From an optimization exercise on the open Yosys and OpenROAD flow, aimed at small area and a short achievable clock period; shortcuts taken in it are not production practice.
Only simulation tests tie the RTL to the original design; equivalence was not proved.
Power is estimated from default activity; no workload was simulated.

before:
==> flow/design.v <==
package fft_capture_pkg;
   localparam int FRAME_LEN  = 16;
   localparam int FRAME_BITS = 4;
   localparam int SAMPLE_DW  = 16;
   localparam int BW_DW      = 5;
   typedef enum logic [1:0] {
      IBUF_IDLE   = 2'h0,
      IBUF_STREAM = 2'h1,
      IBUF_FULL   = 2'h2
   } ibuf_state_t;
endpackage
`timescale 1ns/1ps
module stream_capture (
   input  logic        clk,
   input  logic        rst,
   input  logic        run,
   input  logic        in_valid,
   output logic [1:0]  buf_status,
   output logic        accept,
   output logic [3:0]  count,
   output logic [2:0]  wbank
);
   logic streaming;
   logic last_sample;
   assign streaming   = (buf_status == 2'h1);
   assign accept      = in_valid && streaming;
   assign last_sample = (count == 4'hf);
   always_ff @(posedge clk) begin
      if (rst) begin
         buf_status <= 2'h0;
         count      <= '0;
         wbank      <= 3'b001;
      end else begin
         case (buf_status)
            2'h0:    buf_status <= 2'h1;
            2'h1:    if (accept && last_sample) buf_status <= 2'h2;
            2'h2:    if (run) buf_status <= 2'h1;
            default: buf_status <= 2'h0;
         endcase
         if (run) begin
            count <= '0;
            wbank <= {wbank[1:0], wbank[2]};
         end else if (accept) begin
            count <= count + 1'b1;
         end
      end
   end
endmodule
`timescale 1ns/1ps
module bit_width_tracker (
   input  logic        clk,
   input  logic        rst,
   input  logic        run,
   input  logic        accept,
   input  logic [31:0] sample,
   output logic [4:0]  frame_bw
);
   logic [14:0] diff;
   logic [14:0] acc;
   logic        seen;
   logic [4:0]  acc_bw;
   logic [4:0]  mid_bw;
   always_comb begin
      for (int i = 0; i < 15; i++) begin
         diff[i] = (sample[i] ^ sample[15]) | (sample[16+i] ^ sample[31]);
      end
   end
   always_comb begin
      acc_bw = seen ? 5'd1 : 5'd0;
      for (int i = 0; i < 15; i++) begin
         if (acc[i]) acc_bw = 5'(i + 2);
      end
   end
   always_ff @(posedge clk) begin
      if (rst) begin
         acc      <= '0;
         seen     <= 1'b0;
         mid_bw   <= '0;
         frame_bw <= '0;
      end else if (run) begin
         acc      <= '0;
         seen     <= 1'b0;
         mid_bw   <= acc_bw;
         frame_bw <= mid_bw;
      end else if (accept) begin
         acc      <= acc | diff;
         seen     <= 1'b1;
      end
   end
endmodule
`timescale 1ns/1ps
module tri_bank_store (
   input  logic        clk,
   input  logic        rst,
   input  logic        run,
   input  logic        accept,
   input  logic [3:0]  count,
   input  logic [2:0]  wbank,
   input  logic [31:0] wdata,
   input  logic        dma_act,
   input  logic [3:0]  dma_addr,
   output logic [31:0] dma_data
);
   logic [31:0] mem [48];
   logic [47:0] wsel;
   logic [2:0]  dbank [8];
   logic [3:0]  rword;
   logic [31:0] rdata;
   logic [31:0] dword [16];
   always_ff @(posedge clk) begin
      for (int k = 0; k < 8; k++) begin
         if (rst) begin
            dbank[k] <= 3'b010;
         end else if (run) begin
            dbank[k] <= {dbank[k][1:0], dbank[k][2]};
         end
      end
   end
   assign rword = {dma_addr[0], dma_addr[1], dma_addr[2], dma_addr[3]};
   always_comb begin
      for (int b = 0; b < 3; b++) begin
         for (int c = 0; c < 16; c++) begin
            wsel[16*b+c] = accept && wbank[b] && (count == 4'(c));
         end
      end
   end
   always_ff @(posedge clk) begin
      for (int k = 0; k < 48; k++) begin
         if (wsel[k]) mem[k] <= wdata;
      end
   end
   always_comb begin
      for (int c = 0; c < 16; c++) begin
         for (int j = 0; j < 32; j++) begin
            dword[c][j] = (mem[c][j]    & dbank[j/4][0])
                        | (mem[16+c][j] & dbank[j/4][1])
                        | (mem[32+c][j] & dbank[j/4][2]);
         end
      end
   end
   always_comb begin
      rdata = '0;
      for (int c = 0; c < 16; c++) begin
         rdata = rdata | (dword[c] & {32{rword == 4'(c)}});
      end
   end
   always_ff @(posedge clk) begin
      if (rst) begin
         dma_data <= '0;
      end else if (dma_act) begin
         dma_data <= rdata;
      end
   end
endmodule
`timescale 1ns/1ps
module fft_capture_top (
   input  logic        clk,
   input  logic        rst,
   input  logic        run,
   input  logic        in_valid,
   input  logic [31:0] in_sample,
   input  logic        dma_act,
   input  logic [3:0]  dma_addr,
   output logic [1:0]  buf_status,
   output logic [4:0]  frame_bw,
   output logic [31:0] dma_data
);
   logic       accept;
   logic [3:0] count;
   logic [2:0] wbank;
   stream_capture u_capture (
      .clk        (clk),
      .rst        (rst),
      .run        (run),
      .in_valid   (in_valid),
      .buf_status (buf_status),
      .accept     (accept),
      .count      (count),
      .wbank      (wbank)
   );
   bit_width_tracker u_width (
      .clk      (clk),
      .rst      (rst),
      .run      (run),
      .accept   (accept),
      .sample   (in_sample),
      .frame_bw (frame_bw)
   );
   tri_bank_store u_store (
      .clk      (clk),
      .rst      (rst),
      .run      (run),
      .accept   (accept),
      .count    (count),
      .wbank    (wbank),
      .wdata    (in_sample),
      .dma_act  (dma_act),
      .dma_addr (dma_addr),
      .dma_data (dma_data)
   );
endmodule
make LEC_CHECK=0 CAP_MARGIN=20 CORE_MARGIN=2 CORE_UTILIZATION=60 CTS_CLUSTER_DIAMETER=100 CTS_CLUSTER_SIZE=25 PLACE_DENSITY=0.7 SETUP_SLACK_MARGIN=2.4 SLEW_MARGIN=20 finish   # period 4.5 ns
run.sh (not shown) runs the stock make flow with config.mk's settings and CLKGATE_MAP_FILE= SYNTH_SCRIPT=/design/flow/synth_recipe.tcl, a recipe that flattens the netlist after the stock synthesis.
before went all the way through synthesis, placement and routing and the layout is clean on timing, DRC and antenna.
Setup changes, before to after
- SETUP_SLACK_MARGIN: 2.4 -> 2.5
- SLEW_MARGIN: 20 -> 50
Findings:
No stage failed in after, and the final checks on the layout all came back clean. Of before and after, before shows the higher non-clock buffer total of the final layout, with after below it. Amount of wire on met2 after detailed routing in after vs before: down about 4.5%. When after is set beside before, its count of clock-buffer cells in the layout turns out to be 4 larger. Of before and after, the run reporting the lower end-of-flow core utilization was after. before and after ended up with nearly the same register area. Going from before to after, the final clock period utilization by the worst path was found to have gone down by 1.6 points. The highest-delay cell along the critical path comes out dfxtp_1 in one run and dfxtp_4 in the other, namely in before and after respectively. For the number of antenna violations at the first check in global routing, after came in 2 lower than before did. Number of nets in the layout for after: 53 down relative to before. after ended up with a lower total power than before did. Reported for before and after, count of cell types in the netlist turned out identical to the last digit. In after the first-iteration DRC count turned out 152 higher than in before.

==> what the ideal ports hide <==
The results above use ideal ports. As a check the final layouts listed here were re-extracted and re-timed, cells and wires unchanged. Step 1: set_driving_cell puts a clkbuf_16 on clk and a buf_2 on each other input, an assumption about the parent block. Step 2 moves the port delays by t, midway between the first and last clock arrival at a register: inputs arrive t later, outputs are due t later. That takes back most of the time a late clock gives input paths. Slacks: ideal ports / drivers / drivers and shift; pairs: ideal ports / drivers.
run	t, ns	slack for setup (ns)	hold slack, ns
before	0.746	2.331 / 2.302 / 1.671	0.489 / 0.489 / 0.489
after	0.744	2.403 / 2.332 / 1.836	0.493 / 0.493 / 0.493
After both steps setup and hold are still met in every run listed. For before, which loses most, drivers alone change the setup slack by -0.029 ns; drivers and shift together by -0.660 ns.
